Background: an optimization exercise with open tools, aiming at small area. Do not read the settings as production practice. In this exercise RTL edits were held to simulation tests only and were not proved equivalent to the original. Power figures rest on the tool's default switching activity, not on a simulated workload.

run H:
==> module fc_output_collector_act_buffer, before the edit <==
module fc_output_collector_act_buffer #(
    parameter int DEPTH  = 128,
    parameter int DATA_W = 15
) (
    input  logic              clk,
    input  logic              shift,
    input  logic [DATA_W-1:0] din,
    output logic [DATA_W-1:0] dout
);
    logic [DATA_W-1:0] mem_r [DEPTH];
    always_ff @(posedge clk) begin
        if (shift) begin
            mem_r[0] <= din;
            for (int i = 1; i < DEPTH; i++) begin
                mem_r[i] <= mem_r[i-1];
            end
        end
    end
    assign dout = mem_r[DEPTH-1];
endmodule
==> module fc_output_collector, before the edit <==
module fc_output_collector #(
    parameter int N_NEURONS = fc_output_collector_pkg::N_HIDDEN,
    parameter int DATA_W    = fc_output_collector_pkg::DATA_W_DEF,
    parameter bit RELU_EN   = 1'b1,
    parameter int CNT_W     = fc_output_collector_pkg::CNT_W_DEF
) (
    input  logic                  clk,
    input  logic                  reset,
    input  logic [DATA_W-1:0]     s_data,
    input  logic                  s_valid,
    input  logic                  s_done,
    output logic                  m_start,
    output logic [DATA_W-1:0]     m_data,
    output logic                  m_valid,
    output logic                  frame_done,
    output logic                  busy,
    output logic                  err_short,
    output logic                  err_drop
);
    localparam int IDX_W = (N_NEURONS > 1) ? $clog2(N_NEURONS) : 1;
    localparam int MEM_W = RELU_EN ? DATA_W - 1 : DATA_W;
    logic [IDX_W-1:0]  idx_r;
    logic              last_s;
    logic              we_s;
    logic              complete_s;
    logic              abort_s;
    logic              next_valid_s;
    logic [MEM_W-1:0]  wdata_s;
    logic [MEM_W-1:0]  rdata_s;
    logic              m_start_r;
    logic [MEM_W-1:0]  m_data_r;
    logic              m_valid_r;
    logic              frame_done_r;
    logic              busy_r;
    logic              err_short_r;
    logic              err_drop_r;
    assign last_s       = (idx_r == IDX_W'(N_NEURONS - 1));
    assign we_s         = !busy_r && s_valid;
    assign complete_s   = we_s && last_s;
    assign abort_s      = !busy_r && s_done && !complete_s && (idx_r != '0);
    assign next_valid_s = m_start_r || (m_valid_r && !last_s);
    if (RELU_EN) begin : g_relu
        assign wdata_s = s_data[DATA_W-1] ? '0 : s_data[MEM_W-1:0];
    end else begin : g_norelu
        assign wdata_s = s_data;
    end
    fc_output_collector_act_buffer #(
        .DEPTH  (N_NEURONS),
        .DATA_W (MEM_W)
    ) u_act_buffer (
        .clk   (clk),
        .shift (s_valid || busy_r),
        .din   (wdata_s),
        .dout  (rdata_s)
    );
    always_ff @(posedge clk or negedge reset) begin
        if (!reset) begin
            idx_r        <= '0;
            m_start_r    <= 1'b0;
            m_data_r     <= '0;
            m_valid_r    <= 1'b0;
            frame_done_r <= 1'b0;
            busy_r       <= 1'b0;
            err_short_r  <= 1'b0;
            err_drop_r   <= 1'b0;
        end else begin
            if (abort_s) begin
                idx_r <= '0;
            end else if (we_s || m_valid_r) begin
                idx_r <= idx_r + 1'b1;
            end
            m_start_r    <= complete_s;
            m_valid_r    <= next_valid_s;
            m_data_r     <= next_valid_s ? rdata_s : '0;
            frame_done_r <= m_valid_r && last_s;
            busy_r       <= complete_s || (busy_r && !frame_done_r);
            err_short_r  <= err_short_r || abort_s;
            err_drop_r   <= err_drop_r || (busy_r && s_valid);
        end
    end
    assign m_start    = m_start_r;
    assign m_data     = {{(DATA_W-MEM_W){1'b0}}, m_data_r};
    assign m_valid    = m_valid_r;
    assign frame_done = frame_done_r;
    assign busy       = busy_r;
    assign err_short  = err_short_r;
    assign err_drop   = err_drop_r;
endmodule
Settings: LEC_CHECK=0, CAP_MARGIN=20, CORE_MARGIN=2, CORE_UTILIZATION=40, SLEW_MARGIN=20; clock period 4.0 ns.
run.sh (not shown) runs the stock make flow with config.mk's settings and CLKGATE_MAP_FILE= SYNTH_SCRIPT=/design/flow/synth_recipe.tcl, a recipe that flattens the netlist after the stock synthesis.
Looking at the reports, run H completed the entire flow and the layout it produced met the timing, design-rule and antenna checks.
Inputs modified between run H and run R:
-- flow/design.v --
<<< run H, line 9
) (
    input  logic              clk,
    input  logic              shift,
    input  logic [DATA_W-1:0] din,
    output logic [DATA_W-1:0] dout
);
    logic [DATA_W-1:0] mem_r [DEPTH];
    always_ff @(posedge clk) begin
        if (shift) begin
            mem_r[0] <= din;
            for (int i = 1; i < DEPTH; i++) begin
                mem_r[i] <= mem_r[i-1];
            end
        end
    end
    assign dout = mem_r[DEPTH-1];
endmodule
module fc_output_collector #(
>>> run R, line 9
) (
    input  logic              clk,
    input  logic              load,
    input  logic              shift,
    input  logic              shift_n,
    input  logic              par,
    input  logic [DATA_W-1:0] din,
    output logic [DATA_W-1:0] dout
);
    logic [DATA_W-1:0] in_r;
    logic [DATA_W-1:0] sr_r [1:DEPTH-1];
    always_ff @(posedge clk) begin
        if (load) begin
            in_r <= din;
        end
    end
    always_ff @(posedge clk) begin
        sr_r[1] <= ~((({DATA_W{par}} ^ in_r) | {DATA_W{shift_n}}) & (sr_r[1] | {DATA_W{shift}}));
    end
    for (genvar i = 2; i < DEPTH; i++) begin : g_stage
        always_ff @(posedge clk) begin
            sr_r[i] <= ~((sr_r[i-1] | {DATA_W{shift_n}}) & (sr_r[i] | {DATA_W{shift}}));
        end
    end
    assign dout = sr_r[DEPTH-1] ^ {DATA_W{par}};
endmodule
module fc_output_collector #(
<<< run H, line 53
    logic [MEM_W-1:0]  wdata_s;
    logic [MEM_W-1:0]  rdata_s;
    logic              m_start_r;
    logic [MEM_W-1:0]  m_data_r;
>>> run R, line 62
    logic [MEM_W-1:0]  wdata_s;
    logic [MEM_W-1:0]  rdata_s;
    logic              shift_r;
    logic              shift_n_r;
    logic              par_r;
    logic              m_start_r;
    logic [MEM_W-1:0]  m_data_r;
<<< run H, line 74
        .DATA_W (MEM_W)
    ) u_act_buffer (
        .clk   (clk),
        .shift (s_valid || busy_r),
        .din   (wdata_s),
        .dout  (rdata_s)
    );
    always_ff @(posedge clk or negedge reset) begin
        if (!reset) begin
>>> run R, line 86
        .DATA_W (MEM_W)
    ) u_act_buffer (
        .clk     (clk),
        .load    (s_valid),
        .shift   (shift_r),
        .shift_n (shift_n_r),
        .par     (par_r),
        .din     (wdata_s),
        .dout    (rdata_s)
    );
    always_ff @(posedge clk or negedge reset) begin
        if (!reset) begin
            shift_r   <= 1'b0;
            shift_n_r <= 1'b1;
            par_r     <= 1'b0;
        end else begin
            shift_r   <= s_valid || busy_r;
            shift_n_r <= !(s_valid || busy_r);
            par_r     <= !par_r;
        end
    end
    always_ff @(posedge clk or negedge reset) begin
        if (!reset) begin
==> comparison <==
- Sort run R and run H by fraction of standard cell area that is sequential, descending, and run H comes first.
- Of run R and run H, the lower final layout net count belongs to run H.
- Relative to run H, the total of clock buffers placed in the layout of run R is higher by about 17%.
- Of run R and run H, run R shows the higher vias per cell, with run H below it.
- Compared with run H, run R improves worst hold margin.
- For run H, the largest family of logic cells by synthesized area was simple AND/OR/NAND/NOR gates, unlike run R, where it was compound AO/OA/AOI/OAI gates.
- ~same flip-flop and latch count in run R and run H
- In the metrics for run R and run H, the one carrying the higher clock power is run R.
- Run R ended up with more standard cells than run H.
- The sequential power number comes out higher for run R vs run H.
- In the metrics for run R and run H, the one carrying the higher final clock period utilization by the worst path is run R.
- Run R ends up with a clock skew that is 0.0075 ns higher than in run H.
- The lower worst setup slack of run R and run H is in run R.
- On run R: wire length per cell is 1.5 um lower than what run H gave.

port drivers added, routing unchanged:
The flow's constraints put no driver on any port. The routed layouts listed below were extracted and timed again, unchanged, in two steps.
Step 1 (the two cells are an assumption about what drives the block):
set clk [get_ports {clk}]
set_driving_cell -lib_cell sky130_fd_sc_hd__clkbuf_16 $clk
set_driving_cell -lib_cell sky130_fd_sc_hd__buf_2 [delete_from_list [all_inputs] $clk]
Step 2 times the ports against the registers' clock, not the clock port: input delays grow and output delays shrink by t, the midpoint of the rising clock arrivals with the driver on.
Slacks: no drivers / after step 1 / after step 2; pairs: no drivers / after step 1.
| run | shift t [ns] | slack for setup (ns) | worst hold slack (ns) | latest minus earliest clock arrival (ns) | slew at the worst register clock pin (ns) |
|---|---|---|---|---|---|
| run H | 0.827 | 1.334 / 1.272 / 0.965 | 0.393 / 0.393 / 0.393 | 0.034 / 0.035 | 0.06 / 0.06 |
| run R | 0.835 | 1.173 / 1.098 / 1.478 | 0.408 / 0.408 / 0.408 | 0.051 / 0.051 | 0.07 / 0.07 |
After both steps every run listed still meets setup and hold. For run H, which loses most, drivers alone change the setup slack by -0.062 ns; drivers and shift together by -0.369 ns.
